Context: an optimization exercise on an open-source flow, tuned for small area. The choices shown serve that exercise and are no tape-out recipe. Where RTL was checked, it was by simulation tests only, not by an equivalence proof against the original. The RTL of run 1 was laid out without a check of its function. No driver is modelled on the clock port, so clocking that relies on it looks cheaper here than on a real chip. Power figures rest on the tool's default switching activity, not on a simulated workload.

==> flow/config.mk <==
export PLATFORM = sky130hd
export DESIGN_NAME = pool_core_mc
export DESIGN_NICKNAME = pool_core_mc
export VERILOG_FILES = /design/flow/design.v
export SDC_FILE = /design/flow/constraint.sdc
export NUM_CORES = 4
export LEC_CHECK = 0
export ABC_AREA = 1
export CAP_MARGIN = 20
export CORE_MARGIN = 2
export CORE_UTILIZATION = 40
export SLEW_MARGIN = 20
==> flow/constraint.sdc <==
create_clock -name core_clock -period 6.5 [get_ports {clk}]
set_input_delay 1.3000 -clock core_clock [delete_from_list [all_inputs] [get_ports {clk}]]
set_output_delay 1.3000 -clock core_clock [all_outputs]
set_load 0.01 [all_outputs]
==> flow/design.v <==
package pool_pkg;
    typedef enum logic [0:0] {
        POOL_MAX = 1'b0,
        POOL_AVG = 1'b1
    } pool_mode_t;
endpackage
import pool_pkg::*;
module pool_sum9
(
    input  logic [71:0] win,
    output logic [11:0] usum
);
    logic [7:0] u [9];
    for (genvar gi = 0; gi < 9; gi++) begin : g_u
        assign u[gi] = win[gi*8 +: 8] ^ 8'h80;
    end
    logic s1;
    logic s2;
    logic s3;
    logic s4;
    logic s5;
    logic s6;
    logic s7;
    logic s8;
    logic s9;
    logic s10;
    logic s11;
    logic s12;
    logic s13;
    logic s14;
    logic s15;
    logic s16;
    logic s17;
    logic s18;
    logic s19;
    logic s20;
    logic s21;
    logic s22;
    logic s23;
    logic s24;
    logic s25;
    logic s26;
    logic s27;
    logic s28;
    logic s29;
    logic s30;
    logic s31;
    logic s32;
    logic s33;
    logic s34;
    logic s35;
    logic s36;
    logic s37;
    logic s38;
    logic s39;
    logic s40;
    logic s41;
    logic s42;
    logic s43;
    logic s44;
    logic s45;
    logic s46;
    logic s47;
    logic s48;
    logic s49;
    logic s50;
    logic s51;
    logic s52;
    logic s53;
    logic s54;
    logic s55;
    logic s56;
    logic s57;
    logic s58;
    logic s59;
    logic s60;
    logic s61;
    logic s62;
    logic s63;
    logic s64;
    logic s65;
    logic s66;
    logic s67;
    logic s68;
    logic s69;
    logic s70;
    logic s71;
    logic s72;
    logic s73;
    logic s74;
    logic s75;
    logic s76;
    logic s77;
    logic s78;
    logic s79;
    logic s80;
    logic s81;
    logic s82;
    logic s83;
    logic s84;
    logic s85;
    logic s86;
    logic s87;
    logic s88;
    logic s89;
    logic s90;
    logic s91;
    logic s92;
    logic s93;
    logic s94;
    logic s95;
    logic s96;
    logic s97;
    logic s98;
    logic s99;
    logic s100;
    logic s101;
    logic s102;
    logic s103;
    logic s104;
    logic s105;
    logic s106;
    logic s107;
    logic s108;
    logic s109;
    logic s110;
    logic s111;
    logic s112;
    logic s113;
    logic s114;
    logic s115;
    logic s116;
    logic s117;
    logic s118;
    logic s119;
    logic s120;
    logic s121;
    logic s122;
    logic s123;
    logic s124;
    logic s125;
    logic s126;
    logic s127;
    logic s128;
    logic s129;
    logic s130;
    assign s1 = u[0][0] ^ u[1][0] ^ u[2][0];
    assign s2 = (u[0][0] & u[1][0]) | (u[0][0] & u[2][0]) | (u[1][0] & u[2][0]);
    assign s3 = u[3][0] ^ u[4][0] ^ u[5][0];
    assign s4 = (u[3][0] & u[4][0]) | (u[3][0] & u[5][0]) | (u[4][0] & u[5][0]);
    assign s5 = u[6][0] ^ u[7][0] ^ u[8][0];
    assign s6 = (u[6][0] & u[7][0]) | (u[6][0] & u[8][0]) | (u[7][0] & u[8][0]);
    assign s7 = s1 ^ s3 ^ s5;
    assign s8 = (s1 & s3) | (s1 & s5) | (s3 & s5);
    assign s9 = u[0][1] ^ u[1][1] ^ u[2][1];
    assign s10 = (u[0][1] & u[1][1]) | (u[0][1] & u[2][1]) | (u[1][1] & u[2][1]);
    assign s11 = u[3][1] ^ u[4][1] ^ u[5][1];
    assign s12 = (u[3][1] & u[4][1]) | (u[3][1] & u[5][1]) | (u[4][1] & u[5][1]);
    assign s13 = u[6][1] ^ u[7][1] ^ u[8][1];
    assign s14 = (u[6][1] & u[7][1]) | (u[6][1] & u[8][1]) | (u[7][1] & u[8][1]);
    assign s15 = s2 ^ s4 ^ s6;
    assign s16 = (s2 & s4) | (s2 & s6) | (s4 & s6);
    assign s17 = s9 ^ s11 ^ s13;
    assign s18 = (s9 & s11) | (s9 & s13) | (s11 & s13);
    assign s19 = s8 ^ s15 ^ s17;
    assign s20 = (s8 & s15) | (s8 & s17) | (s15 & s17);
    assign s21 = u[0][2] ^ u[1][2] ^ u[2][2];
    assign s22 = (u[0][2] & u[1][2]) | (u[0][2] & u[2][2]) | (u[1][2] & u[2][2]);
    assign s23 = u[3][2] ^ u[4][2] ^ u[5][2];
    assign s24 = (u[3][2] & u[4][2]) | (u[3][2] & u[5][2]) | (u[4][2] & u[5][2]);
    assign s25 = u[6][2] ^ u[7][2] ^ u[8][2];
    assign s26 = (u[6][2] & u[7][2]) | (u[6][2] & u[8][2]) | (u[7][2] & u[8][2]);
    assign s27 = s10 ^ s12 ^ s14;
    assign s28 = (s10 & s12) | (s10 & s14) | (s12 & s14);
    assign s29 = s21 ^ s23 ^ s25;
    assign s30 = (s21 & s23) | (s21 & s25) | (s23 & s25);
    assign s31 = s16 ^ s18 ^ s27;
    assign s32 = (s16 & s18) | (s16 & s27) | (s18 & s27);
    assign s33 = s29 ^ s20 ^ s31;
    assign s34 = (s29 & s20) | (s29 & s31) | (s20 & s31);
    assign s35 = ~s33;
    assign s36 = s33;
    assign s37 = u[0][3] ^ u[1][3] ^ u[2][3];
    assign s38 = (u[0][3] & u[1][3]) | (u[0][3] & u[2][3]) | (u[1][3] & u[2][3]);
    assign s39 = u[3][3] ^ u[4][3] ^ u[5][3];
    assign s40 = (u[3][3] & u[4][3]) | (u[3][3] & u[5][3]) | (u[4][3] & u[5][3]);
    assign s41 = u[6][3] ^ u[7][3] ^ u[8][3];
    assign s42 = (u[6][3] & u[7][3]) | (u[6][3] & u[8][3]) | (u[7][3] & u[8][3]);
    assign s43 = s22 ^ s24 ^ s26;
    assign s44 = (s22 & s24) | (s22 & s26) | (s24 & s26);
    assign s45 = s37 ^ s39 ^ s41;
    assign s46 = (s37 & s39) | (s37 & s41) | (s39 & s41);
    assign s47 = s28 ^ s30 ^ s43;
    assign s48 = (s28 & s30) | (s28 & s43) | (s30 & s43);
    assign s49 = s45 ^ s32 ^ s47;
    assign s50 = (s45 & s32) | (s45 & s47) | (s32 & s47);
    assign s51 = s34 ^ s36 ^ s49;
    assign s52 = (s34 & s36) | (s34 & s49) | (s36 & s49);
    assign s53 = u[0][4] ^ u[1][4] ^ u[2][4];
    assign s54 = (u[0][4] & u[1][4]) | (u[0][4] & u[2][4]) | (u[1][4] & u[2][4]);
    assign s55 = u[3][4] ^ u[4][4] ^ u[5][4];
    assign s56 = (u[3][4] & u[4][4]) | (u[3][4] & u[5][4]) | (u[4][4] & u[5][4]);
    assign s57 = u[6][4] ^ u[7][4] ^ u[8][4];
    assign s58 = (u[6][4] & u[7][4]) | (u[6][4] & u[8][4]) | (u[7][4] & u[8][4]);
    assign s59 = s38 ^ s40 ^ s42;
    assign s60 = (s38 & s40) | (s38 & s42) | (s40 & s42);
    assign s61 = s53 ^ s55 ^ s57;
    assign s62 = (s53 & s55) | (s53 & s57) | (s55 & s57);
    assign s63 = s44 ^ s46 ^ s59;
    assign s64 = (s44 & s46) | (s44 & s59) | (s46 & s59);
    assign s65 = s61 ^ s48 ^ s63;
    assign s66 = (s61 & s48) | (s61 & s63) | (s48 & s63);
    assign s67 = s50 ^ s65 ^ s52;
    assign s68 = (s50 & s65) | (s50 & s52) | (s65 & s52);
    assign s69 = u[0][5] ^ u[1][5] ^ u[2][5];
    assign s70 = (u[0][5] & u[1][5]) | (u[0][5] & u[2][5]) | (u[1][5] & u[2][5]);
    assign s71 = u[3][5] ^ u[4][5] ^ u[5][5];
    assign s72 = (u[3][5] & u[4][5]) | (u[3][5] & u[5][5]) | (u[4][5] & u[5][5]);
    assign s73 = u[6][5] ^ u[7][5] ^ u[8][5];
    assign s74 = (u[6][5] & u[7][5]) | (u[6][5] & u[8][5]) | (u[7][5] & u[8][5]);
    assign s75 = s54 ^ s56 ^ s58;
    assign s76 = (s54 & s56) | (s54 & s58) | (s56 & s58);
    assign s77 = s69 ^ s71 ^ s73;
    assign s78 = (s69 & s71) | (s69 & s73) | (s71 & s73);
    assign s79 = s60 ^ s62 ^ s75;
    assign s80 = (s60 & s62) | (s60 & s75) | (s62 & s75);
    assign s81 = s77 ^ s64 ^ s79;
    assign s82 = (s77 & s64) | (s77 & s79) | (s64 & s79);
    assign s83 = s66 ^ s81 ^ s68;
    assign s84 = (s66 & s81) | (s66 & s68) | (s81 & s68);
    assign s85 = u[0][6] ^ u[1][6] ^ u[2][6];
    assign s86 = (u[0][6] & u[1][6]) | (u[0][6] & u[2][6]) | (u[1][6] & u[2][6]);
    assign s87 = u[3][6] ^ u[4][6] ^ u[5][6];
    assign s88 = (u[3][6] & u[4][6]) | (u[3][6] & u[5][6]) | (u[4][6] & u[5][6]);
    assign s89 = u[6][6] ^ u[7][6] ^ u[8][6];
    assign s90 = (u[6][6] & u[7][6]) | (u[6][6] & u[8][6]) | (u[7][6] & u[8][6]);
    assign s91 = s70 ^ s72 ^ s74;
    assign s92 = (s70 & s72) | (s70 & s74) | (s72 & s74);
    assign s93 = s85 ^ s87 ^ s89;
    assign s94 = (s85 & s87) | (s85 & s89) | (s87 & s89);
    assign s95 = s76 ^ s78 ^ s91;
    assign s96 = (s76 & s78) | (s76 & s91) | (s78 & s91);
    assign s97 = s93 ^ s80 ^ s95;
    assign s98 = (s93 & s80) | (s93 & s95) | (s80 & s95);
    assign s99 = s82 ^ s97 ^ s84;
    assign s100 = (s82 & s97) | (s82 & s84) | (s97 & s84);
    assign s101 = u[0][7] ^ u[1][7] ^ u[2][7];
    assign s102 = (u[0][7] & u[1][7]) | (u[0][7] & u[2][7]) | (u[1][7] & u[2][7]);
    assign s103 = u[3][7] ^ u[4][7] ^ u[5][7];
    assign s104 = (u[3][7] & u[4][7]) | (u[3][7] & u[5][7]) | (u[4][7] & u[5][7]);
    assign s105 = u[6][7] ^ u[7][7] ^ u[8][7];
    assign s106 = (u[6][7] & u[7][7]) | (u[6][7] & u[8][7]) | (u[7][7] & u[8][7]);
    assign s107 = s86 ^ s88 ^ s90;
    assign s108 = (s86 & s88) | (s86 & s90) | (s88 & s90);
    assign s109 = s101 ^ s103 ^ s105;
    assign s110 = (s101 & s103) | (s101 & s105) | (s103 & s105);
    assign s111 = s92 ^ s94 ^ s107;
    assign s112 = (s92 & s94) | (s92 & s107) | (s94 & s107);
    assign s113 = s109 ^ s96 ^ s111;
    assign s114 = (s109 & s96) | (s109 & s111) | (s96 & s111);
    assign s115 = s98 ^ s113 ^ s100;
    assign s116 = (s98 & s113) | (s98 & s100) | (s113 & s100);
    assign s117 = s102 ^ s104 ^ s106;
    assign s118 = (s102 & s104) | (s102 & s106) | (s104 & s106);
    assign s119 = s108 ^ s110 ^ s117;
    assign s120 = (s108 & s110) | (s108 & s117) | (s110 & s117);
    assign s121 = s112 ^ s119 ^ s114;
    assign s122 = (s112 & s119) | (s112 & s114) | (s119 & s114);
    assign s123 = s121 ^ s116;
    assign s124 = s121 & s116;
    assign s125 = s118 ^ s120 ^ s122;
    assign s126 = (s118 & s120) | (s118 & s122) | (s120 & s122);
    assign s127 = s125 ^ s124;
    assign s128 = s125 & s124;
    assign s129 = s126 ^ s128;
    assign s130 = s126 & s128;
    assign usum[0] = s7;
    assign usum[1] = s19;
    assign usum[2] = s35;
    assign usum[3] = s51;
    assign usum[4] = s67;
    assign usum[5] = s83;
    assign usum[6] = s99;
    assign usum[7] = s115;
    assign usum[8] = s123;
    assign usum[9] = s127;
    assign usum[10] = s129;
    assign usum[11] = s130;
endmodule
module pool_lane_a
(
    input  logic        mode,
    input  logic [71:0] win,
    output logic [11:0] word
);
    localparam int DATA_WIDTH = 8;
    localparam int N          = 9;
    logic [7:0] u [N];
    for (genvar gi = 0; gi < N; gi++) begin : g_u
        assign u[gi] = win[gi*DATA_WIDTH +: DATA_WIDTH] ^ 8'h80;
    end
    function automatic logic [7:0] max3(input logic [7:0] a, input logic [7:0] b,
                                        input logic [7:0] c);
        logic [2:0] alive;
        logic [7:0] m;
        alive = 3'b111;
        for (int k = 7; k >= 0; k--) begin
            m[k]     = (alive[0] & a[k]) | (alive[1] & b[k]) | (alive[2] & c[k]);
            alive[0] = alive[0] & (a[k] | ~m[k]);
            alive[1] = alive[1] & (b[k] | ~m[k]);
            alive[2] = alive[2] & (c[k] | ~m[k]);
        end
        max3 = m;
    endfunction
    logic [7:0] m0, m1, m2, mx;
    assign m0 = max3(u[0], u[1], u[2]);
    assign m1 = max3(u[3], u[4], u[5]);
    assign m2 = max3(u[6], u[7], u[8]);
    assign mx = max3(m0, m1, m2);
    logic [11:0] usum;
    pool_sum9 u_sum (
        .win  (win),
        .usum (usum)
    );
    assign word = {usum[11:8], (mode == POOL_AVG) ? usum[7:0] : mx};
endmodule
module pool_lane_b
(
    input  logic        mode,
    input  logic [11:0] word,
    output logic [7:0]  result
);
    logic [13:0] w7;
    logic [9:0]  ql;
    logic [7:0]  avg;
    assign w7  = {word, 3'b000} - 14'(word);
    assign ql  = 10'(w7[7:0]) + 10'(w7[13:6]) + 10'd4;
    assign avg = {w7[13:8] + 6'(ql[9:8]), ql[7:6]};
    assign result = (mode == POOL_AVG) ? {~avg[7], avg[6:0]} : {~word[7], word[6:0]};
endmodule
import pool_pkg::*;
module pool_core_mc
#(
    parameter int DATA_WIDTH  = 8,
    parameter int WIN_H       = 3,
    parameter int WIN_W       = 3,
    parameter int CH_NUM      = 4,
    parameter int RECIP_SHIFT = 16
) (
    input  logic                                     clk,
    input  logic                                     reset,
    input  logic                                     din_vld,
    output logic                                     din_rdy,
    input  logic                                     din_mode,
    input  logic [CH_NUM*WIN_H*WIN_W*DATA_WIDTH-1:0] din,
    output logic                                     dout_vld,
    input  logic                                     dout_rdy,
    output logic [CH_NUM*DATA_WIDTH-1:0]             dout
);
    localparam int N     = WIN_H * WIN_W;
    localparam int DEPTH = 5;
    localparam int OW    = CH_NUM * DATA_WIDTH;
    logic                    en;
    logic [DEPTH-1:0]        vld_reg;
    logic                    mode_reg;
    logic [CH_NUM*12-1:0]    word, word_reg;
    logic [OW-1:0]           res;
    logic [DEPTH-2:0][OW-1:0] data_reg;
    assign en       = !vld_reg[DEPTH-1] || dout_rdy;
    assign din_rdy  = en;
    assign dout_vld = vld_reg[DEPTH-1];
    always_ff @(posedge clk or posedge reset) begin
        if (reset) begin
            vld_reg <= '0;
        end else if (en) begin
            vld_reg <= {vld_reg[DEPTH-2:0], din_vld};
        end
    end
    genvar gi;
    for (gi = 0; gi < CH_NUM; gi++) begin : g_lane
        pool_lane_a u_a (
            .mode (din_mode),
            .win  (din[gi*N*DATA_WIDTH +: N*DATA_WIDTH]),
            .word (word[gi*12 +: 12])
        );
        pool_lane_b u_b (
            .mode   (mode_reg),
            .word   (word_reg[gi*12 +: 12]),
            .result (res[gi*DATA_WIDTH +: DATA_WIDTH])
        );
    end
    always_ff @(posedge clk) begin
        if (en) begin
            mode_reg    <= din_mode;
            word_reg    <= word;
            data_reg[0] <= res;
            for (int i = 1; i < DEPTH-1; i++) begin
                data_reg[i] <= data_reg[i-1];
            end
        end
    end
    assign dout = data_reg[DEPTH-2];
endmodule
==> flow/flow/run.sh <==
#!/bin/bash
set -euo pipefail
work=$PWD
sed -e 's#^source $::env(SCRIPTS_DIR)/synth_preamble.tcl#&\nset abc_args [lreplace $abc_args 1 1 '"$work"'/flow/abc_map.script]#' \
    -e 's#^  extract_fa {\*}\[dont_use_extract_fa_args\]#& pool_sum9#' \
    -e 's#^  log_cmd abc {\*}$abc_args$#  log_cmd abc {*}[lreplace $abc_args 1 1 '"$work"'/flow/abc_map_a.script] pool_lane_a\n  log_cmd abc {*}[lreplace $abc_args 1 1 '"$work"'/flow/abc_map_b.script] pool_lane_b\n&#' \
    "$FLOW_HOME/scripts/synth.tcl" > "$work/own_synth_orfs.tcl"
grep -q 'extract_fa {\*}\[dont_use_extract_fa_args\] pool_sum9' "$work/own_synth_orfs.tcl"
grep -q 'abc_map.script' "$work/own_synth_orfs.tcl"
grep -q 'abc_map_a.script\] pool_lane_a' "$work/own_synth_orfs.tcl"
grep -q 'abc_map_b.script\] pool_lane_b' "$work/own_synth_orfs.tcl"
sed "s#source \$::env(SCRIPTS_DIR)/synth.tcl#source $work/own_synth_orfs.tcl#" \
    "$work/synth_recipe.tcl" > "$work/own_synth.tcl"
grep -q own_synth_orfs.tcl "$work/own_synth.tcl"
export BUFFER_PORTS_ARGS="-buffer_cell sky130_fd_sc_hd__buf_1"
export GPL_KEEP_OVERFLOW=0
export POST_CTS_TCL="$work/flow/post_cts.tcl"
export CTS_ARGS="-sink_clustering_enable -repair_clock_nets -dont_use_dummy_load -buf_list {sky130_fd_sc_hd__clkbuf_4 sky130_fd_sc_hd__clkbuf_8}"
bash standard.sh "SYNTH_SCRIPT=$work/own_synth.tcl" SYNTH_HIERARCHICAL=1 SYNTH_ARGS=-noabc finish > standard_flow.log 2>&1
==> flow/flow/abc_map.script <==
strash
dch
map -D 3000
topo
stime -c
buffer -c
upsize -c
dnsize -c
==> flow/flow/abc_map_a.script <==
strash
dch
amap
topo
stime -c
upsize -c
dnsize -c
==> flow/flow/abc_map_b.script <==
strash
&get -n
&deepsyn -T 30
&put
dch
amap
topo
stime -c
==> flow/flow/post_cts.tcl <==
set upsized 0
foreach net [get_nets clknet_*] {
  set loads [get_pins -of_objects $net -filter "direction==input"]
  if { [llength $loads] > 14 } {
    set drv [get_pins -of_objects $net -filter "direction==output"]
    set inst [get_cells -of_objects $drv]
    if { [get_property $inst ref_name] == "sky130_fd_sc_hd__clkbuf_8" } {
      replace_cell $inst sky130_fd_sc_hd__clkbuf_16
      incr upsized
    }
  }
}
puts "post_cts: upsized $upsized clock buffers"
if { $upsized > 0 } {
  detailed_placement
  check_placement -verbose
  estimate_parasitics -placement
}
==> flow/standard.sh <==
#!/bin/bash
# synth_recipe.tcl (not shown) runs the flow's synth.tcl, then flattens the netlist and writes it again
# the make line also repeats each setting of config.mk as NAME=value (left out here)
make -C /OpenROAD-flow-scripts/flow DESIGN_CONFIG=/design/flow/config.mk WORK_HOME=/design/flow/orfs CLKGATE_MAP_FILE= SYNTH_SCRIPT=/design/flow/synth_recipe.tcl "${@:-finish}"
==> flow_summary.toml, run 1 <==
[outcome]
status = "timing/DRC/antenna clean"

[worst_setup_path]
cp_top_family = "compound AO/OA/AOI/OAI gates"
r2r_start = "word_reg[36]"
cp_slowest_stage_delay_ns = 0.51
crit_top_cell = "a222oi_1"
path_max_fanout = 4
criticalPathCategory = "in2reg"
crit_start = "din[119]"
end_kind = "flip-flop"
crit_buf_inv = 6
crit_required_ns = 6.63
worstPathArrival_ns = 6.48
slowest_stage = "a222oi_1"
ff2ff_setup_slack_ns = 1.09
worstSetupStartpointType = "input port"

[grt]
grt_util_all_layers_pct = 18.30
antenna_found_initial = 0
grt-ovfl-total = 0
grt_start_max_net_pins = 92
grt_pass1_wl_microns = 69080
grt_pass1_vias = 14080

[clocking]
cts_tree = "done"
cts.clk_slew.worst_paths_ns = 0.08
clock_latency_ns = 0.39
cts.sinks = 182

[power_and_ir_drop]
power_leakage_nw = 7.446
irDropWorstVdd_mv = 0.2322
power_density_mw_per_mm2 = 425.0

[cells_and_area]
mostFrequentLayoutCells = "320 x buf_1, 244 x fa_1, 228 x o21a_1"
nets = 2556
final_cell_area_sq_mm = 0.02011
largest_register_ffs = 128
drive_gt1_share_pct = 7.431
diodes = 0
syn_to_final_growth_pct = 13.81
final_common_cell = "buf_1"
utilization_pct = 45.78

[die]
dieArea_sq_mm = 0.04588
ios = 327
start_util_pct = 40.23
fp-row-count = 77
die_w_microns = 214.2
fp.dieH_microns = 214.2
core_sq_mm = 0.04393

[placed_design]
port_buffers = 326
dpl-instance-area_sq_mm = 0.01907
pre_cts_ws_ns = -0.6679
gp_congestion = 0.8851
hpwl_microns = 34570

[detailed_routing]
postRouteAntennaNets = 0
avgRoutedWirePerCell_microns = 16.14
vias = 13940
wl_microns = 41930
drc = 0
drt_iter0_markers = 990
firstDrtPassIters = 8
avgViaCountPerCell = 5.369

[timing]
fin_ws_ns = 0.1452
worst_clock_skew_ns = 0.02825
setup_viol = 0
rsz0062_at_grt = "yes"
fin_crit_sh_pct = 97.77
layout_min_cycle_time_ns = 6.355
maxSlewHeadroom_pct = 31.46
final_hold_viol_count = 0
drv_slew = 0
hold_ws_ns = 0.4061
tightest_slew_ns = 1.028
setup_tns_ns = 0
fmax_mhz = 157.4

[yosys]
synthDistinctLibCells = 33
synth_edf_count = 177
syn_inst = 1642
ys_seq_area_share_pct = 30.78
syn_nets = 2191
synth-seq-cells = 182
ys_warn_count = 11
syn_avg_cell_area_sq_um = 10.76
async_reset_ff_share_pct = 2.747
synth_area_sq_mm = 0.01767
synth_flop_cell = "edfxtp_1"

[min_path]
hp-class = "reg2reg"
holdCritStartpoint = "data_reg[12]"

[run]
maxCapViolCount = 0
[power by group]
group	switching, W	internal, W	leakage, nW
combinational	0.00321	0.00224	5.47
clock	0.000347	0.000274	0.138
sequential	0.000269	0.00222	1.84
total	0.00382	0.00473	7.45
[per-stage QoR]
stage                     instances  total power (W)
after global routing           2597         0.009595
after floorplan                1642         0.007557
after detailed placement       2481         0.007799
final                          2597         0.008548
after global placement         2480         0.007697
[modules after synthesis (local to each module, per instance)]
module / copies in the design / cells
pool_lane_a: 4 / 162
pool_lane_b: 4 / 108
pool_sum9: 4 / 83
pool_core_mc: 1 / 230
[worst register-to-register path: cells and delay by family, from the launching register on]
family	cells	cell delay (ns)
AOI/OAI and AO/OA	17	2.64
buffers and inverters	2	0.33
DFF	1	0.41
and+or+nand+nor	14	1.68
[worst paths after layout]
kind                                      to  depth (start not counted)
worst max-delay path            word_reg[12]                         25
worst min-delay path            data_reg[44]                          0
worst max register to register  data_reg[29]                         33
worst min register to register  data_reg[44]                          0
max in group asynchronous         vld_reg[3]                          2
min in group asynchronous         vld_reg[0]                          2
[per-layer routing]
layer	GRT usage, %	wire length, microns	vias up
met1	24.47	18790	6827
li1	-	-	6733
met5	0	0	-
met3	2.227	1409	47
met4	4.560	779	0
met2	31.72	20950	336
[cells by family (layout without fill, tap and decap cells)]
group,after synthesis,after routing,share of synthesized area [%]
compound gates,651,651,25.85
fa+ha+maj,256,256,28.49
buf+inv,285,648,7.752
flops,182,182,30.78
simple gates,268,268,7.122
[synth_stat cells, drive strengths merged, types with 5 or more instances]
master	n	area share, %
o31ai	8	0.34
buf	80	3.4
o21a	228	9.7
nor3	12	0.34
a31oi	12	0.42
o211ai	28	1.2
nand2	85	1.8
o21ai	141	4.0
fa	244	28
a21o	12	0.51
or2	32	1.1
a222oi	92	5.2
nor2b	8	0.28
and3	16	0.79
o22ai	16	0.57
clkinv	68	1.4
dfrtp	5	0.71
nand2b	12	0.42
o32ai	12	0.59
a22oi	20	0.85
ha	12	0.85
nor2	99	2.1
edfxtp	177	30
inv	137	2.9
a21oi	74	2.1
[layout make-up]
cell class / instances / area (sq um)
tap: 592 / 740.7
multi-input combinational: 1175 / 10880
fill: 4282 / 23820
inverter: 205 / 777.0
timing repair buffer: 426 / 2004
sequential: 182 / 5440
clock buffer: 17 / 267.8
==> run 2: changes to the inputs <==
--- a/flow/design.v
+++ b/flow/design.v
@@ -314,3 +314,5 @@
     endfunction
-    logic [7:0] m0, m1, m2, mx;
+    logic [7:0] m0, m1, m2;
+    logic [7:1] mx;
+    logic       mx_x, mx_y;
     assign m0 = max3(u[0], u[1], u[2]);
@@ -318,3 +320,17 @@
     assign m2 = max3(u[6], u[7], u[8]);
-    assign mx = max3(m0, m1, m2);
+    always_comb begin
+        logic [2:0] alive;
+        alive = 3'b111;
+        for (int k = 7; k >= 1; k--) begin
+            mx[k]    = (alive[0] & m0[k]) | (alive[1] & m1[k]) | (alive[2] & m2[k]);
+            if (k > 1) begin
+                alive[0] = alive[0] & (m0[k] | ~mx[k]);
+                alive[1] = alive[1] & (m1[k] | ~mx[k]);
+                alive[2] = alive[2] & (m2[k] | ~mx[k]);
+            end
+        end
+        mx_x = (alive[0] & m0[1] & m0[0]) | (alive[1] & m1[1] & m1[0])
+             | (alive[2] & m2[1] & m2[0]);
+        mx_y = (alive[0] & m0[0]) | (alive[1] & m1[0]) | (alive[2] & m2[0]);
+    end
     logic [11:0] usum;
@@ -324,3 +340,3 @@
     );
-    assign word = {usum[11:8], (mode == POOL_AVG) ? usum[7:0] : mx};
+    assign word = (mode == POOL_AVG) ? usum : {usum[11:9], mx_y, mx, mx_x};
 endmodule
@@ -338,3 +354,5 @@
     assign avg = {w7[13:8] + 6'(ql[9:8]), ql[7:6]};
-    assign result = (mode == POOL_AVG) ? {~avg[7], avg[6:0]} : {~word[7], word[6:0]};
+    logic [7:0] mx;
+    assign mx = {word[7:1], word[0] | (~word[1] & word[8])};
+    assign result = (mode == POOL_AVG) ? {~avg[7], avg[6:0]} : {~mx[7], mx[6:0]};
 endmodule
--- a/flow/config.mk
+++ b/flow/config.mk
@@ -10,3 +10,3 @@
 export CORE_MARGIN = 2
-export CORE_UTILIZATION = 40
+export CORE_UTILIZATION = 55
 export SLEW_MARGIN = 20
==> flow_summary.toml, run 2 <==
[outcome]
status = "timing/DRC/antenna clean"

[clocking]
clock_latency_ns = 0.38
cts_tree = "done"
cts.sinks = 182
cts.clk_slew.worst_paths_ns = 0.08

[min_path]
hold_depth = 0
min_to = "data_reg[76]"
holdCritStartpoint = "data_reg[44]"
hp-class = "reg2reg"

[timing]
setup_tns_ns = 0
layout_min_cycle_time_ns = 6.239
worst_clock_skew_ns = 0.01509
maxSlewHeadroom_pct = 50.57
fin_crit_sh_pct = 95.98
drv_slew = 0
final_hold_viol_count = 0
fmax_mhz = 160.3
tightest_slew_ns = 0.7415
setup_viol = 0

[cells_and_area]
nets = 2491
syn_to_final_growth_pct = 9.334
mostFrequentLayoutCells = "325 x buf_1, 244 x fa_1, 204 x o21a_1"
final_common_cell = "buf_1"
fillCellCount = 2702
utilization_pct = 61.03
largest_register_ffs = 128
drive_gt1_share_pct = 3.866
diodes = 0

[detailed_routing]
postRouteAntennaNets = 0
wl_microns = 37690
avgViaCountPerCell = 5.775
drt_iter0_markers = 1036
vias = 13530
drc = 0
avgRoutedWirePerCell_microns = 16.09
firstDrtPassIters = 5

[die]
dieArea_sq_mm = 0.03347
start_util_pct = 55.82
die_w_microns = 183.0
fp-row-count = 65
ios = 327
fp.dieH_microns = 183.0
core_sq_mm = 0.03156

[placed_design]
port_buffers = 326
gp_congestion = 0.8670
hpwl_microns = 31750

[grt]
grt_pass1_wl_microns = 62360
antenna_found_initial = 0
grt_pass1_vias = 13190
grt_start_max_net_pins = 115
grt_util_all_layers_pct = 23.15
grt-ovfl-total = 0

[yosys]
ys_seq_area_share_pct = 30.89
synth_top_area_cell = "edfxtp_1"
synth_area_sq_mm = 0.01761
netlist_top_cells_count = "244 x fa_1, 204 x o21a_1, 177 x edfxtp_1"
async_reset_ff_share_pct = 2.747
synth_edf_count = 177
syn_inst = 1650
synthDistinctLibCells = 36
synth_flop_cell = "edfxtp_1"
syn_nets = 2199
yosys-top-cells-area = "edfxtp_1 30%, fa_1 28%, o21a_1 8.7%, a222oi_1 5.2%, o21ai_0 4.2%"
syn_avg_cell_area_sq_um = 10.67
yosysTopAreaCellShare_pct = 30.18
synth-seq-cells = 182
synth_most_common_cell = "fa_1"
ys_warn_count = 11

[power_and_ir_drop]
clockPowerShare_pct = 7.4
power_leakage_nw = 6.717
power_density_mw_per_mm2 = 440.9
power.switching_w = 0.003822
comb_power_share_pct = 63.4
power_w = 0.008490
irDropWorstVdd_mv = 0.3420
sequentialPowerShare_pct = 29.3
switching_share_pct = 45.02
p_int_w = 0.004668

[worst_setup_path]
crit_required_ns = 6.63
worstRegToRegCells = 32
reg2reg_to = "data_reg[5]"
criticalPathCategory = "in2reg"
ff2ff_setup_slack_ns = 0.62
path_max_fanout = 4
r2r_start = "word_reg[1]"
worstPathArrival_ns = 6.37
end_kind = "flip-flop"
worstSetupStartpointType = "input port"

[run]
maxCapViolCount = 0
run 2: how the worst max path moves through the flow:
stage	from	to	cells past startpoint
final	din[263]	word_reg[44]	20
after global routing	din[15]	word_reg[0]	19
after detailed placement	din[15]	word_reg[0]	20
after global placement	din[15]	word_reg[8]	20
after floorplan	din[0]	word_reg[10]	13
run 2: routing by layer:
layer  routed length [microns]  GRT usage (%)  up-vias
li1                          -              -     6605
met1                     17600          33.68     6538
met2                     18050          38.33      349
met3                      1622          2.442       33
met4                       418          4.384        0
met5                         0              0        -
run 2: power by group through the flow:
stage | clock network [W] | logic [W] | registers, W
finish | 0.000625 | 0.00538 | 0.00248
global route | 0.000691 | 0.00624 | 0.00256
detailed placement | 0 | 0.00535 | 0.00251
global placement | 0 | 0.00525 | 0.00252
floorplan | 0 | 0.00515 | 0.00242
run 2: modules after synthesis, one instance, submodules excluded:
module | area (sq um) | flip-flops and latches
pool_core_mc | 5752 | 182
pool_sum9 | 1375 | 0
pool_lane_a | 1055 | 0
pool_lane_b | 535.5 | 0
run 2: cells by family after synthesis:
logic type / count (synthesis) / synth area share [%]
AO/OA/AOI/OAI: 647 / 25.89
AND/OR/NAND/NOR: 288 / 7.033
buffers and inverters: 277 / 7.608
adder cells (fa/ha/maj): 256 / 28.59
flip-flops: 182 / 30.89
run 2: cell type report:
type | instances | area (sq um) | area share [%]
clock buffer | 17 | 279.0 | 1.449
inverter | 197 | 747.0 | 3.879
sequential | 182 | 5440 | 28.25
timing repair buffer | 353 | 1455 | 7.556
multi-input combinational | 1191 | 10830 | 56.25
tap | 402 | 503.0 | 2.612
run 2: critical path, cell delays in order:
cell,delay [ns]
buf_1,0.11
and3_4,0.21
or2_0,0.22
a222oi_1,0.60
o21a_1,0.23
a222oi_1,0.17
o21a_1,0.24
a222oi_1,0.64
o21a_1,0.21
a222oi_1,0.17
o21a_1,0.23
a222oi_1,0.53
o21ai_0,0.30
inv_1,0.12
a222oi_1,0.12
o21ai_0,0.20
o22ai_1,0.11
a21oi_2,0.17
o22ai_1,0.11
o32a_1,0.36
run 2: metrics by stage:
stage,hold WS (ns),setup WS [ns],instance area [sq um],instances
after floorplan,0.4003,0.1476,17610,1650
after global placement,0.4005,-0.1027,18740,2298
after detailed placement,0.4045,-0.2144,18790,2300
after global routing,0.4063,-0.002646,19260,2342
final,0.4040,0.2611,19260,2342
==> run 3: changes to the inputs <==
--- a/flow/config.mk
+++ b/flow/config.mk
@@ -10,3 +10,3 @@
 export CORE_MARGIN = 2
-export CORE_UTILIZATION = 55
+export CORE_UTILIZATION = 65
 export SLEW_MARGIN = 20
==> flow_summary.toml, run 3 <==
[yosys]
synth.area.mux_share_pct = 0
netlist_top_cells_count = "244 x fa_1, 204 x o21a_1, 177 x edfxtp_1"
synth_compound_gate_area_share_pct = 25.89
synth-seq-cells = 182
synthXorXnorAreaFrac_pct = 0
syn_nets = 2199
syn_inst = 1650
synth_top_family_by_area = "adder cells"
async_reset_ff_share_pct = 2.747
synthAdderAreaFrac_pct = 28.59
synthSimpleGateAreaFrac_pct = 7.033
synth_area_sq_mm = 0.01761
synth_edf_count = 177
synth_most_common_cell = "fa_1"
yosys-top-cells-area = "edfxtp_1 30%, fa_1 28%, o21a_1 8.7%, a222oi_1 5.2%, o21ai_0 4.2%"
synthDistinctLibCells = 36
ys_warn_count = 11
syn_avg_cell_area_sq_um = 10.67
synth_top_area_cell = "edfxtp_1"
yosysTopAreaCellShare_pct = 30.18
ys_seq_area_share_pct = 30.89
synth_flop_cell = "edfxtp_1"

[cells_and_area]
syn_to_final_growth_pct = 9.136
largest_register_ffs = 128
mostFrequentLayoutCells = "325 x buf_1, 244 x fa_1, 204 x o21a_1"
fillCellCount = 1994
multiInputGateArea_sq_mm = 0.01083
final_common_cell = "buf_1"
nets = 2498
drive_gt1_share_pct = 4.212
regArea_sq_mm = 0.005440
diodes = 0
fin_cells = 2288

[timing]
layout_min_cycle_time_ns = 6.209
drv_slew = 0
setup_viol = 0
worst_clock_skew_ns = 0.01243
tightest_slew_ns = 0.7470
fmax_mhz = 161.1
fin_ws_ns = 0.2910
fin_crit_sh_pct = 95.52
maxSlewHeadroom_pct = 50.20
final_hold_viol_count = 0

[worst_setup_path]
worstPathArrival_ns = 6.33
end_kind = "flip-flop"
reg2reg_to = "data_reg[21]"
worstRegToRegCells = 32
r2r_start = "word_reg[25]"
criticalPathCategory = "in2reg"
path_max_fanout = 3
worstSetupStartpointType = "input port"
ff2ff_setup_slack_ns = 0.90
crit_required_ns = 6.62

[min_path]
hp-class = "reg2reg"
min_to = "data_reg[33]"
hold_depth = 0
holdCritStartpoint = "data_reg[1]"

[detailed_routing]
vias = 13820
postRouteAntennaNets = 0
wl_microns = 37650
avgRoutedWirePerCell_microns = 16.46
firstDrtPassIters = 6
drc = 0
drt_iter0_markers = 1078
avgViaCountPerCell = 6.042

[die]
start_util_pct = 65.72
dieArea_sq_mm = 0.02843
fp.dieH_microns = 168.6
ios = 327
fp-row-count = 60
die_w_microns = 168.6
core_sq_mm = 0.02680

[power_and_ir_drop]
power_density_mw_per_mm2 = 443.6
clockPowerShare_pct = 7.0
sequentialPowerShare_pct = 29.2
power.switching_w = 0.003859
irDropWorstVdd_mv = 0.1997
switching_share_pct = 45.26
power_leakage_nw = 6.745
comb_power_share_pct = 63.8
p_int_w = 0.004668

[placed_design]
gp_congestion = 0.9296
placed_cells = 2239
pre_cts_ws_ns = -0.1446
hpwl_microns = 31550
port_buffers = 326

[grt]
grt_start_max_net_pins = 115
grt_pass1_wl_microns = 63790
antenna_found_initial = 0
grt_pass1_vias = 13760
grt-ovfl-total = 0
grt_util_all_layers_pct = 27.64

[clocking]
cts_tree = "done"
clock_latency_ns = 0.38
cts.clk_slew.worst_paths_ns = 0.07
cts.sinks = 182

[run]
maxCapViolCount = 0

[outcome]
status = "timing/DRC/antenna clean"
[run 3: cell counts after synthesis]
No cell type changed its count.
[run 3: worst max path at each step]
| stage | start | endpoint | slack, ns | depth (start not counted) |
|---|---|---|---|---|
| finish | din[73] | word_reg[22] | 0.29 | 13 |
| detailed placement | din[87] | word_reg[20] | -0.14 | 20 |
| global route | din[87] | word_reg[20] | -0.12 | 24 |
| global placement | din[15] | word_reg[8] | -0.01 | 20 |
| floorplan | din[0] | word_reg[10] | 0.15 | 13 |
[run 3: per-stage QoR]
step	util, %	TNS, ns	power [W]	hold slack, ns	instance area, sq um
after floorplan	-	0	0.007567	0.4003	17610
after global placement	69.64	-0.01156	0.007694	0.4002	18660
after detailed placement	69.83	-0.8974	0.007854	0.4045	18710
after global routing	71.72	-0.1798	0.009466	0.4119	19220
final	71.72	0	0.008527	0.4106	19220
[run 3: layer usage]
metal / routed length, microns / track usage [%] / vias up
li1: - / - / 6615
met1: 16760 / 39.64 / 6701
met2: 18630 / 46.79 / 470
met3: 1885 / 3.063 / 37
met4: 378 / 5.022 / 0
met5: 0 / 0 / -
[run 3: final cells by class]
type | instances | area share [%]
clock buffer | 17 | 1.393
multi-input combinational | 1191 | 56.36
inverter | 197 | 3.886
sequential | 182 | 28.30
timing repair buffer | 360 | 7.844
tap | 341 | 2.220
[run 3: per-module statistics from Yosys, one instance, submodules excluded]
| module | area [sq um] | copies in the design | cells inside |
|---|---|---|---|
| pool_lane_b | 535.5 | 4 | 108 |
| pool_sum9 | 1375 | 4 | 83 |
| pool_core_mc | 5752 | 1 | 230 |
| pool_lane_a | 1055 | 4 | 164 |
[run 3: worst max-delay path, stage by stage]
cell,delay [ns]
buf_1,0.13
fa_1,0.54
fa_1,0.48
fa_1,0.55
fa_1,0.47
fa_1,0.46
fa_1,0.44
fa_1,0.44
fa_1,0.44
fa_1,0.41
ha_1,0.21
ha_1,0.19
ha_1,0.26
[run 3: power by group through the flow]
stage / combinational, W / clock (W) / sequential (W)
detailed placement: 0.00535 / 0 / 0.00251
floorplan: 0.00515 / 0 / 0.00242
global route: 0.00624 / 0.000665 / 0.00256
finish: 0.00544 / 0.000600 / 0.00249
global placement: 0.00518 / 0 / 0.00251
[run 3: kinds of logic (layout without fill, tap and decap cells)]
logic type | Yosys count | count (layout)
AO/OA/AOI/OAI | 647 | 647
adder cells (fa/ha/maj) | 256 | 256
flip-flops | 182 | 182
AND/OR/NAND/NOR | 288 | 288
buffers and inverters | 277 | 574
==> run 4: changes to the inputs <==
--- a/flow/config.mk
+++ b/flow/config.mk
@@ -8,5 +8,5 @@
 export ABC_AREA = 1
-export CAP_MARGIN = 20
+export CAP_MARGIN = 5
 export CORE_MARGIN = 2
-export CORE_UTILIZATION = 65
-export SLEW_MARGIN = 20
+export CORE_UTILIZATION = 40
+export SLEW_MARGIN = 5
==> flow_summary.toml, run 4 <==
[placed_design]
pre_cts_ws_ns = -0.1764
gp_congestion = 0.8983
placed_cells = 2483
port_buffers = 326
dpl-instance-area_sq_mm = 0.01903
hpwl_microns = 37610

[detailed_routing]
avgRoutedWirePerCell_microns = 17.50
vias = 13770
drt_iter0_markers = 916
wl_microns = 44250
postRouteAntennaNets = 0
avgViaCountPerCell = 5.444
drc = 0
firstDrtPassIters = 8

[power_and_ir_drop]
power_leakage_nw = 6.689
power_w = 0.008522
power_density_mw_per_mm2 = 437.8
irDropWorstVdd_mv = 0.2533

[outcome]
status = "timing/DRC/antenna clean"

[cells_and_area]
largest_register_ffs = 128
drive_gt1_share_pct = 3.568
mostFrequentLayoutCells = "325 x buf_1, 244 x fa_1, 204 x o21a_1"
final_cell_area_sq_mm = 0.01947
nets = 2485
fin_cells = 2529
syn_to_final_growth_pct = 10.53
fillCellCount = 4213
final_common_cell = "buf_1"

[timing]
worst_clock_skew_ns = 0.03230
layout_min_cycle_time_ns = 6.179
fmax_mhz = 161.8
final_hold_viol_count = 0
fin_ws_ns = 0.3208
setup_viol = 0
fin_crit_sh_pct = 95.06
rsz0062_at_grt = "yes"
tightest_slew_ns = 0.7911
hold_ws_ns = 0.3868
drv_slew = 0
maxSlewHeadroom_pct = 47.26

[die]
dieArea_sq_mm = 0.04573
die_w_microns = 213.8
start_util_pct = 40.71
ios = 327
fp-row-count = 76
core_sq_mm = 0.04327
fp.dieH_microns = 213.8

[min_path]
holdCritStartpoint = "data_reg[71]"
hp-class = "reg2reg"

[yosys]
ys_seq_area_share_pct = 30.89
syn_avg_cell_area_sq_um = 10.67
synthDistinctLibCells = 36
yosys-top-cells-area = "edfxtp_1 30%, fa_1 28%, o21a_1 8.7%, a222oi_1 5.2%, o21ai_0 4.2%"
synth_most_common_cell = "fa_1"
syn_inst = 1650
syn_nets = 2199
synth_area_sq_mm = 0.01761
netlist_top_cells_count = "244 x fa_1, 204 x o21a_1, 177 x edfxtp_1"
ys_warn_count = 11
synth-seq-cells = 182
synth_edf_count = 177
synth_top_area_cell = "edfxtp_1"
async_reset_ff_share_pct = 2.747
yosysTopAreaCellShare_pct = 30.18
synth_flop_cell = "edfxtp_1"

[grt]
grt_use_met3_pct = 4.745
antenna_found_initial = 16
grt.busiest_layer = "met2"
grt_pass1_wl_microns = 70900
grt_pass1_vias = 14040
grt_start_max_net_pins = 103
grt-ovfl-total = 0
grt_util_all_layers_pct = 19.76
gr-usage-met2_pct = 33.71
gr-usage-met1_pct = 25.22

[worst_setup_path]
worstPathArrival_ns = 6.32
worstSetupStartpointType = "input port"
crit_required_ns = 6.64
path_max_fanout = 4
end_kind = "flip-flop"
crit_start = "din[119]"
criticalPathCategory = "in2reg"
r2r_start = "word_reg[37]"

[clocking]
cts_tree = "done"
cts.clk_slew.worst_paths_ns = 0.10
cts.sinks = 182
clock_latency_ns = 0.39

[run]
maxCapViolCount = 0
[run 4: through the flow]
stage	util, %	TNS, ns
3_5_place_dp	43.99	-0.8961
3_3_place_gp	43.84	-0.4148
5_1_grt	44.96	-0.04305
2_1_floorplan	-	0
6_report	44.99	0
[run 4: layout make-up]
cell class,instances,area [sq um],area share [%]
diodes,10,25.02,0.1285
clock buffers,17,267.8,1.375
inverters,197,747.0,3.837
multi-input cells,1191,10830,55.65
flip-flops and latches,182,5440,27.95
well taps,585,732.0,3.760
repair buffers,347,1423,7.308
[run 4: cell families after synthesis]
logic type / share of synthesized area [%]
adder cells (fa/ha/maj): 28.59
AO/OA/AOI/OAI: 25.89
buffers and inverters: 7.608
flip-flops: 30.89
AND/OR/NAND/NOR: 7.033
[run 4: per-module statistics from Yosys (local to each module, per instance)]
module | cells | area [sq um] | times used | flops+latches
pool_core_mc | 230 | 5752 | 1 | 182
pool_lane_a | 164 | 1055 | 4 | 0
pool_lane_b | 108 | 535.5 | 4 | 0
pool_sum9 | 83 | 1375 | 4 | 0
[run 4: path summary, 6_finish.rpt]
path                                       to  slack [ns]  cells past startpoint
min in group asynchronous          vld_reg[3]        0.79                      2
worst max register to register   data_reg[29]        0.72                     32
worst max-delay path             word_reg[12]        0.32                     20
max in group asynchronous          vld_reg[4]        5.53                      2
worst min-delay path            data_reg[103]        0.39                      0
worst min register to register  data_reg[103]        0.39                      0
[run 4: power breakdown]
| part | internal (W) | total, W | leakage (nW) | switching [W] |
|---|---|---|---|---|
| Clock | 0.000275 | 0.000637 | 0.138 | 0.000362 |
| Combinational | 0.00219 | 0.00541 | 4.71 | 0.00321 |
| Sequential | 0.00219 | 0.00248 | 1.84 | 0.000287 |
| Total | 0.00466 | 0.00852 | 6.69 | 0.00386 |
[run 4: critical path, stage by stage]
cell and delay [ns]:
buf_1 0.12, and3_4 0.22, or2_0 0.23, a222oi_1 0.52, o21a_1 0.23, a222oi_1 0.17
o21a_1 0.23, a222oi_1 0.66, o21a_1 0.22, a222oi_1 0.18, o21a_1 0.24, a222oi_1 0.57
o21ai_0 0.29, clkinv_1 0.09, a222oi_1 0.13, o21ai_0 0.19, o22ai_1 0.11, a21oi_2 0.18
o22ai_1 0.09, o32a_1 0.35
[run 4: routing by layer]
metal,vias up,share of wire (%)
met3,62,6.2
met4,14,2.1
met5,-,0.18
met1,6756,43
met2,328,49
li1,6608,-
==> run 5: changes to the inputs <==
--- a/flow/config.mk
+++ b/flow/config.mk
@@ -8,5 +8,5 @@
 export ABC_AREA = 1
-export CAP_MARGIN = 5
+export CAP_MARGIN = 20
 export CORE_MARGIN = 2
 export CORE_UTILIZATION = 40
-export SLEW_MARGIN = 5
+export SLEW_MARGIN = 20
==> flow_summary.toml, run 5 <==
[grt]
grt-ovfl-total = 0
grt_pass1_vias = 14140
antenna_found_initial = 15
grt_util_all_layers_pct = 19.69
grt_start_max_net_pins = 103
grt_pass1_wl_microns = 70700

[yosys]
synth_compound_gate_area_share_pct = 25.89
synth-seq-cells = 182
synthDistinctLibCells = 36
async_reset_ff_share_pct = 2.747
synth_edf_count = 177
yosys-top-cells-area = "edfxtp_1 30%, fa_1 28%, o21a_1 8.7%, a222oi_1 5.2%, o21ai_0 4.2%"
ys_warn_count = 11
synth_top_family_by_area = "adder cells"
syn_inst = 1650
ys_seq_area_share_pct = 30.89
synth.area.mux_share_pct = 0
synth_area_sq_mm = 0.01761
syn_avg_cell_area_sq_um = 10.67
synthAdderAreaFrac_pct = 28.59
synthSimpleGateAreaFrac_pct = 7.033
synthXorXnorAreaFrac_pct = 0
netlist_top_cells_count = "244 x fa_1, 204 x o21a_1, 177 x edfxtp_1"
synth_flop_cell = "edfxtp_1"
synth_most_common_cell = "fa_1"
synth_top_area_cell = "edfxtp_1"
syn_nets = 2199
yosysTopAreaCellShare_pct = 30.18

[detailed_routing]
firstDrtPassIters = 7
avgRoutedWirePerCell_microns = 17.42
drt_iter0_markers = 940
postRouteAntennaNets = 0
avgViaCountPerCell = 5.427
vias = 13750
drc = 0
wl_microns = 44130

[timing]
worst_clock_skew_ns = 0.02761
setup_viol = 0
tightest_slew_ns = 0.7634
fin_crit_sh_pct = 95.87
layout_min_cycle_time_ns = 6.232
maxSlewHeadroom_pct = 49.11
drv_slew = 0
final_hold_viol_count = 0
fmax_mhz = 160.5

[die]
core_sq_mm = 0.04327
dieArea_sq_mm = 0.04573
start_util_pct = 40.71
die_w_microns = 213.8
fp.dieH_microns = 213.8
fp-row-count = 76
ios = 327

[worst_setup_path]
path_max_fanout = 4
cp_slowest_stage_delay_ns = 0.63
crit_buf_inv = 3
ff2ff_setup_slack_ns = 0.74
worstRegToRegCells = 32
cp_top_family = "compound AO/OA/AOI/OAI gates"
slowest_stage = "a222oi_1"
worstPathCellList = "buf_1, and3_4, or2_0, a222oi_1, o21a_1, a222oi_1, buf_4, o21a_2, a222oi_1, o21a_1, a222oi_1, o21a_1, a222oi_1, o21ai_0, inv_1, a222oi_1, o21ai_0, o22ai_1, a21oi_2, o22ai_1, o32a_1"
crit_required_ns = 6.63
crit_top_cell = "a222oi_1"
criticalPathCategory = "in2reg"
end_kind = "flip-flop"
r2r_start = "word_reg[37]"
worstSetupStartpointType = "input port"
reg2reg_to = "data_reg[29]"
worstPathArrival_ns = 6.36

[power_and_ir_drop]
power_leakage_nw = 6.715
irDropWorstVdd_mv = 0.2559
power_density_mw_per_mm2 = 436.7
power_w = 0.008520

[min_path]
hold_depth = 0
hp-class = "reg2reg"
holdCritStartpoint = "data_reg[71]"
min_to = "data_reg[103]"

[placed_design]
port_buffers = 326
gp_congestion = 0.8983
dpl-instance-area_sq_mm = 0.01905
hpwl_microns = 37600

[outcome]
status = "timing/DRC/antenna clean"

[clocking]
cts_tree = "done"
clock_latency_ns = 0.38
cts.clk_slew.worst_paths_ns = 0.09
cts.sinks = 182

[cells_and_area]
nets = 2490
fillCellCount = 4195
largest_register_ffs = 128
mostFrequentLayoutCells = "325 x buf_1, 244 x fa_1, 204 x o21a_1"
syn_to_final_growth_pct = 10.77
final_common_cell = "buf_1"
final_cell_area_sq_mm = 0.01951
drive_gt1_share_pct = 3.816
utilization_pct = 45.09

[run]
maxCapViolCount = 0
==> run 5: changes by cell type in the layout (fill, tap and decap cells not counted), sizes merged <==
cell and delta:
buf +5, diode -1
==> run 5: cell families after synthesis <==
group / count (synthesis)
AOI/OAI and AO/OA: 647
and+or+nand+nor: 288
buffers and inverters: 277
adders and majority gates: 256
DFF: 182
==> run 5: worst reg2reg max path: cells and delay by family (launching register included) <==
kind / cells / cell delay (ns)
AOI/OAI and AO/OA: 17 / 3.20
and+or+nand+nor: 14 / 1.61
DFF: 1 / 0.49
buffers and inverters: 1 / 0.18
==> run 5: how the worst max path moves through the flow <==
stage	start	end	cells past startpoint
after detailed placement	din[111]	word_reg[20]	20
final	din[111]	word_reg[12]	21
after global routing	din[103]	word_reg[12]	19
after floorplan	din[0]	word_reg[10]	13
after global placement	din[119]	word_reg[20]	20
==> run 5: layer usage <==
layer  share of wire, %  global-route usage, %  up-vias
met5               0.21                      0        -
met4                2.1                  5.364       14
met3                5.8                  4.086       70
met2                 49                  33.67      385
met1                 43                  25.39     6670
li1                   -                      -     6607
==> run 5: metrics by stage <==
stage / hold WS [ns] / setup TNS (ns) / worst slack [ns] / std cells
after global routing: 0.4067 / -0.01771 / -0.01771 / 2527
after floorplan: 0.4003 / 0 / 0.1476 / 1650
after global placement: 0.4013 / -0.4148 / -0.1235 / 2481
final: 0.3867 / 0 / 0.2683 / 2533
after detailed placement: 0.4045 / -0.8709 / -0.1580 / 2484
==> run 5: layout make-up <==
type                    instances  area, sq um  share of cell area [%]
inverters                     197        747.0                   3.829
diodes                          9        22.52                  0.1154
well taps                     585        732.0                   3.752
clock buffers                  17        267.8                   1.372
multi-input cells            1191        10830                   55.52
repair buffers                352         1468                   7.523
flip-flops and latches        182         5440                   27.88
==> run 5: Yosys stat by module, one instance, submodules excluded <==
module,cell area (sq um),cells inside
pool_core_mc,5752,230
pool_sum9,1375,83
pool_lane_b,535.5,108
pool_lane_a,1055,164
==> run 5: report_power, final <==
| part | switching (W) | internal, W |
|---|---|---|
| combinational | 0.00322 | 0.00220 |
| sequential | 0.000280 | 0.00219 |
| clock | 0.000360 | 0.000275 |
==> run 6: changes to the inputs <==
--- a/flow/flow/run.sh
+++ b/flow/flow/run.sh
@@ -17,3 +17,3 @@
 export POST_CTS_TCL="$work/flow/post_cts.tcl"
-export CTS_ARGS="-sink_clustering_enable -repair_clock_nets -dont_use_dummy_load -buf_list {sky130_fd_sc_hd__clkbuf_4 sky130_fd_sc_hd__clkbuf_8}"
+export CTS_ARGS="-sink_clustering_enable -repair_clock_nets -dont_use_dummy_load -buf_list {sky130_fd_sc_hd__clkbuf_4}"
 bash standard.sh "SYNTH_SCRIPT=$work/own_synth.tcl" SYNTH_HIERARCHICAL=1 SYNTH_ARGS=-noabc finish > standard_flow.log 2>&1
==> flow/flow/post_cts.tcl (replaced) <==
set resized 0
foreach net [get_nets clknet_*] {
  set loads [llength [get_pins -of_objects $net -filter "direction==input"]]
  set drv [get_pins -of_objects $net -filter "direction==output"]
  set inst [get_cells -of_objects $drv]
  set ref [get_property $inst ref_name]
  set want ""
  if { $loads > 14 } {
    if { $ref != "sky130_fd_sc_hd__clkbuf_16" } { set want sky130_fd_sc_hd__clkbuf_16 }
  } elseif { $loads > 8 } {
    if { $ref == "sky130_fd_sc_hd__clkbuf_4" || $ref == "sky130_fd_sc_hd__clkbuf_2" || $ref == "sky130_fd_sc_hd__clkbuf_1" } {
      set want sky130_fd_sc_hd__clkbuf_8
    }
  }
  if { $want != "" } {
    replace_cell $inst $want
    incr resized
  }
}
puts "post_cts: resized $resized clock buffers"
if { $resized > 0 } {
  detailed_placement
  check_placement -verbose
  estimate_parasitics -placement
}
==> flow_summary.toml, run 6 <==
[detailed_routing]
vias = 13720
wl_microns = 44100
avgRoutedWirePerCell_microns = 17.40
firstDrtPassIters = 7
drt_iter0_markers = 1009
postRouteAntennaNets = 0
drc = 0
avgViaCountPerCell = 5.412

[die]
dieArea_sq_mm = 0.04573
die_w_microns = 213.8
fp.dieH_microns = 213.8
ios = 327
core_sq_mm = 0.04327
fp-row-count = 76
start_util_pct = 40.71

[grt]
gr-usage-met1_pct = 25.40
grt_start_max_net_pins = 103
gr-usage-met2_pct = 33.69
grt_util_all_layers_pct = 19.69
grt_pass1_vias = 14140
antenna_found_initial = 15
grt-ovfl-total = 0
grt_pass1_wl_microns = 70760
grt_use_met3_pct = 4.247
grt.busiest_layer = "met2"

[power_and_ir_drop]
power_leakage_nw = 6.710
power_w = 0.008504
power_density_mw_per_mm2 = 436.0
irDropWorstVdd_mv = 0.2567

[worst_setup_path]
crit_required_ns = 6.63
criticalPathCategory = "in2reg"
worstSetupStartpointType = "input port"
path_max_fanout = 4
worstPathArrival_ns = 6.31
end_kind = "flip-flop"

[cells_and_area]
utilization_pct = 45.08
nets = 2490
largest_register_ffs = 128
drive_gt1_share_pct = 3.816
syn_to_final_growth_pct = 10.73
mostFrequentLayoutCells = "325 x buf_1, 244 x fa_1, 204 x o21a_1"
final_common_cell = "buf_1"

[yosys]
synth-seq-cells = 182
netlist_top_cells_count = "244 x fa_1, 204 x o21a_1, 177 x edfxtp_1"
synth_most_common_cell = "fa_1"
syn_inst = 1650
yosys-top-cells-area = "edfxtp_1 30%, fa_1 28%, o21a_1 8.7%, a222oi_1 5.2%, o21ai_0 4.2%"
yosysTopAreaCellShare_pct = 30.18
syn_avg_cell_area_sq_um = 10.67
synth_area_sq_mm = 0.01761
synth_flop_cell = "edfxtp_1"
synth_top_area_cell = "edfxtp_1"
synthDistinctLibCells = 36
ys_warn_count = 11
syn_nets = 2199
ys_seq_area_share_pct = 30.89
async_reset_ff_share_pct = 2.747
synth_edf_count = 177

[outcome]
status = "timing/DRC/antenna clean"

[min_path]
hp-class = "reg2reg"

[clocking]
clock_latency_ns = 0.39
cts_tree = "done"
cts.clk_slew.worst_paths_ns = 0.09
cts.sinks = 182

[timing]
drv_slew = 0
tightest_slew_ns = 0.7614
maxSlewHeadroom_pct = 49.24
fin_crit_sh_pct = 95.08
layout_min_cycle_time_ns = 6.180
final_hold_viol_count = 0
setup_tns_ns = 0
hold_ws_ns = 0.3877
setup_viol = 0
fin_ws_ns = 0.3198
fmax_mhz = 161.8
worst_clock_skew_ns = 0.04319

[placed_design]
port_buffers = 326
gp_congestion = 0.8983
pre_cts_ws_ns = -0.1580
hpwl_microns = 37600

[run]
maxCapViolCount = 0
run 6: cell counts after synthesis:
No cell type changed its count.
run 6: metal layers:
layer | up-vias | part of all wire [%]
li1 | 6615 | -
met1 | 6674 | 43
met2 | 349 | 49
met3 | 68 | 5.6
met4 | 14 | 2.1
met5 | - | 0.21
run 6: logic make-up after synthesis:
family                   after synthesis  share of synthesized area [%]
AND/OR/NAND/NOR                      288                          7.033
adder cells (fa/ha/maj)              256                          28.59
AO/OA/AOI/OAI                        647                          25.89
flip-flops                           182                          30.89
buffers and inverters                277                          7.608
run 6: Yosys stat by module, one instance, submodules excluded:
module | cell area [sq um] | flops+latches | cells | copies in the design
pool_lane_a | 1055 | 0 | 164 | 4
pool_sum9 | 1375 | 0 | 83 | 4
pool_core_mc | 5752 | 182 | 230 | 1
pool_lane_b | 535.5 | 0 | 108 | 4
run 6: path summary, 6_finish.rpt:
check	slack, ns	startpoint	cells after the start	to
worst max register to register	0.73	word_reg[37]	32	data_reg[29]
max in group asynchronous	5.53	reset	2	vld_reg[2]
worst min register to register	0.39	data_reg[71]	0	data_reg[103]
worst min-delay path	0.39	data_reg[71]	0	data_reg[103]
worst max-delay path	0.32	din[119]	21	word_reg[12]
min in group asynchronous	0.79	reset	2	vld_reg[4]
run 6: final cells by class:
cell class / count / area [sq um]
fillers: 4190 / 23760
multi-input cells: 1191 / 10830
flip-flops and latches: 182 / 5440
repair buffers: 352 / 1468
inverters: 197 / 747.0
well taps: 585 / 732.0
clock buffers: 17 / 255.2
diodes: 11 / 27.53
run 6: worst max-delay path, stage by stage:
cell	delay, ns
buf_1	0.12
and3_4	0.21
or2_0	0.22
a222oi_1	0.49
o21a_1	0.24
a222oi_1	0.11
buf_4	0.16
o21a_2	0.21
a222oi_1	0.53
o21a_1	0.21
a222oi_1	0.17
o21a_1	0.25
a222oi_1	0.60
o21ai_0	0.27
inv_1	0.09
a222oi_1	0.15
o21ai_0	0.21
o22ai_1	0.11
a21oi_2	0.19
o22ai_1	0.10
o32a_1	0.35
run 6: metrics by stage:
step / cells / area [sq um]
finish: 2535 / 19500
floorplan: 1650 / 17610
detailed placement: 2484 / 19050
global route: 2527 / 19480
global placement: 2481 / 18970
run 6: report_power, final:
part	internal, W	switching, W	leakage, nW
logic	0.00220	0.00322	4.74
clock network	0.000262	0.000355	0.133
registers	0.00219	0.000281	1.84
==> run 7: changes to the inputs <==
==> flow/flow/abc_map_a.script (replaced) <==
strash
dch
amap
topo
stime -c
==> flow_summary.toml, run 7 <==
[outcome]
status = "timing/DRC/antenna clean"

[die]
die_w_microns = 213.5
dieArea_sq_mm = 0.04560
fp-row-count = 76
core_sq_mm = 0.04317
fp.dieH_microns = 213.5
start_util_pct = 40.68
ios = 327

[power_and_ir_drop]
clockPowerShare_pct = 7.2
p_int_w = 0.004663
switching_share_pct = 45.12
sequentialPowerShare_pct = 29.2
irDropWorstVdd_mv = 0.2409
power_leakage_nw = 6.728
power_density_mw_per_mm2 = 433.5
comb_power_share_pct = 63.6
power.switching_w = 0.003834

[clocking]
cts.clk_slew.worst_paths_ns = 0.08
cts.sinks = 182
clock_latency_ns = 0.39
cts_tree = "done"

[min_path]
hp-class = "reg2reg"

[worst_setup_path]
worstPathArrival_ns = 6.26
path_max_fanout = 2
criticalPathCategory = "in2reg"
end_kind = "flip-flop"
crit_required_ns = 6.61
worstSetupStartpointType = "input port"

[yosys]
yosysTopAreaCellShare_pct = 30.26
synthDistinctLibCells = 32
synth-seq-cells = 182
synth_area_sq_mm = 0.01756
syn_inst = 1650
syn_nets = 2199
synth_most_common_cell = "fa_1"
syn_avg_cell_area_sq_um = 10.64
netlist_top_cells_count = "244 x fa_1, 216 x o21a_1, 177 x edfxtp_1"
ys_warn_count = 11
synth_top_area_cell = "edfxtp_1"
ys_seq_area_share_pct = 30.98
async_reset_ff_share_pct = 2.747
yosys-top-cells-area = "edfxtp_1 30%, fa_1 28%, o21a_1 9.2%, a222oi_1 5.2%, o21ai_0 4.4%"
synth_edf_count = 177
synth_flop_cell = "edfxtp_1"

[grt]
grt_pass1_vias = 13700
antenna_found_initial = 0
grt_use_met3_pct = 2.680
grt_start_max_net_pins = 92
grt-ovfl-total = 0
grt.busiest_layer = "met2"
gr-usage-met1_pct = 25.17
grt_util_all_layers_pct = 18.50
grt_pass1_wl_microns = 67430
gr-usage-met2_pct = 31.92

[timing]
final_hold_viol_count = 0
hold_ws_ns = 0.4071
rsz0062_at_grt = "yes"
setup_viol = 0
setup_tns_ns = 0
layout_min_cycle_time_ns = 6.147
fmax_mhz = 162.7
fin_ws_ns = 0.3532
maxSlewHeadroom_pct = 51.95
tightest_slew_ns = 0.7208
fin_crit_sh_pct = 94.57
worst_clock_skew_ns = 0.03897
drv_slew = 0

[cells_and_area]
syn_to_final_growth_pct = 11.59
largest_register_ffs = 128
drive_gt1_share_pct = 3.517
mostFrequentLayoutCells = "325 x buf_1, 244 x fa_1, 216 x o21a_1"
fillCellCount = 4182
final_common_cell = "buf_1"
nets = 2513
diodes = 0

[detailed_routing]
avgViaCountPerCell = 5.366
vias = 13670
avgRoutedWirePerCell_microns = 16.19
drt_iter0_markers = 893
firstDrtPassIters = 6
postRouteAntennaNets = 0
drc = 0
wl_microns = 41250

[placed_design]
hpwl_microns = 35330
port_buffers = 326
pre_cts_ws_ns = -0.3107
gp_congestion = 0.8726

[run]
maxCapViolCount = 0
==> run 7: cell types whose count changed after synthesis, moves of 8 or more <==
cell      before  now
clkinv_1     144  164
inv_1         44   32
o21a_1       204  216
o21a_2        12    0
inv_2          9    1
or2_0         28   36
or2_1          8    0
==> run 7: final timing paths <==
path                              start           end  slack [ns]  cells past startpoint
max reg2reg                word_reg[25]  data_reg[22]        0.87                     31
min in group asynchronous         reset    vld_reg[4]        0.79                      2
min reg2reg                data_reg[35]  data_reg[67]        0.41                      0
min                        data_reg[35]  data_reg[67]        0.41                      0
max                            din[216]  word_reg[46]        0.35                     13
max in group asynchronous         reset    vld_reg[0]        5.53                      2
==> run 7: area by class of cell <==
class	count	area [sq um]	area share [%]
clock buffer	17	260.3	1.328
sequential	182	5440	27.76
timing repair buffer	375	1637	8.350
tap	585	732.0	3.735
multi-input combinational	1191	10780	55.02
inverter	197	747.0	3.811
==> run 7: per-layer routing <==
| metal | vias to the layer above | part of all wire (%) | wire length, microns |
|---|---|---|---|
| li1 | 6645 | - | - |
| met1 | 6679 | 45 | 18580 |
| met2 | 310 | 49 | 20350 |
| met3 | 32 | 4.4 | 1805 |
| met4 | 0 | 1.3 | 522 |
| met5 | - | 0 | 0 |
==> run 7: worst max-delay path: stages <==
cell   delay, ns
buf_1       0.11
fa_1        0.52
fa_1        0.46
fa_1        0.48
fa_1        0.55
fa_1        0.47
fa_1        0.43
fa_1        0.43
fa_1        0.43
fa_1        0.41
ha_1        0.21
ha_1        0.19
ha_1        0.26
==> run 7: logic make-up (layout without fill, tap and decap cells) <==
family,count (synthesis),count (layout),share of synthesized area [%]
AO/OA/AOI/OAI,647,647,25.79
AND/OR/NAND/NOR,288,288,6.939
adder cells (fa/ha/maj),256,256,28.67
flip-flops,182,182,30.98
buffers and inverters,277,589,7.630
==> run 7: through the flow <==
stage | instance area (sq um) | instances | total power, W | utilization [%]
2_1_floorplan | 17560 | 1650 | 0.007560 | -
3_3_place_gp | 18920 | 2481 | 0.007806 | 43.82
3_5_place_dp | 18990 | 2484 | 0.007894 | 43.99
5_1_grt | 19600 | 2547 | 0.009542 | 45.40
6_report | 19600 | 2547 | 0.008497 | 45.40
==> run 7: power groups by stage <==
stage          Sequential, W  Combinational [W]  Clock [W]
2_1_floorplan        0.00242            0.00514          0
3_3_place_gp         0.00253            0.00527          0
3_5_place_dp         0.00251            0.00538          0
5_1_grt              0.00256            0.00629   0.000696
6_report             0.00248            0.00541   0.000610
==> run 7: per-module statistics from Yosys, one instance, submodules excluded <==
module	cells	flops+latches	copies in the design	area (sq um)
pool_core_mc	230	182	1	5752
pool_lane_a	164	0	4	1042
pool_sum9	83	0	4	1375
pool_lane_b	108	0	4	535.5

==> afterwards: timing with drivers on the ports <==
The results above use ideal ports. As a check the final layouts listed here were re-extracted and re-timed, cells and wires unchanged.
Step 1 (the two cells are an assumption about what drives the block):
set clk [get_ports {clk}]
set_driving_cell -lib_cell sky130_fd_sc_hd__clkbuf_16 $clk
set_driving_cell -lib_cell sky130_fd_sc_hd__buf_2 [delete_from_list [all_inputs] $clk]
Step 2 adds t to the input delays and takes it off the output delays; t is the mean of the earliest and latest rising clock arrival at the registers after step 1. Input paths then give back, and output paths get back, about the clock's delay inside the block.
Three values: no drivers, after step 1, after step 2; two values: the first two.
run	t (ns)	setup WS [ns]	hold WS [ns]	worst register clock-pin slew, ns	cell pins on the clock port's net
run 1	0.422	0.145 / 0.167 / -0.255	0.406 / 0.406 / 0.406	0.10 / 0.10	1
run 2	0.422	0.261 / 0.286 / -0.136	0.404 / 0.404 / 0.404	0.08 / 0.08	1
run 3	0.413	0.291 / 0.310 / -0.103	0.411 / 0.411 / 0.411	0.07 / 0.07	1
run 4	0.417	0.321 / 0.333 / -0.084	0.387 / 0.387 / 0.387	0.10 / 0.10	1
run 5	0.415	0.268 / 0.297 / -0.118	0.387 / 0.387 / 0.387	0.09 / 0.09	1
run 6	0.422	0.320 / 0.348 / -0.074	0.388 / 0.388 / 0.388	0.11 / 0.11	1
run 7	0.419	0.353 / 0.377 / -0.042	0.407 / 0.407 / 0.407	0.10 / 0.10	1
With both steps, setup timing fails in every run listed, where it was met with ideal ports. For run 4, which loses most, drivers alone change the setup slack by +0.012 ns; drivers and shift together by -0.405 ns.
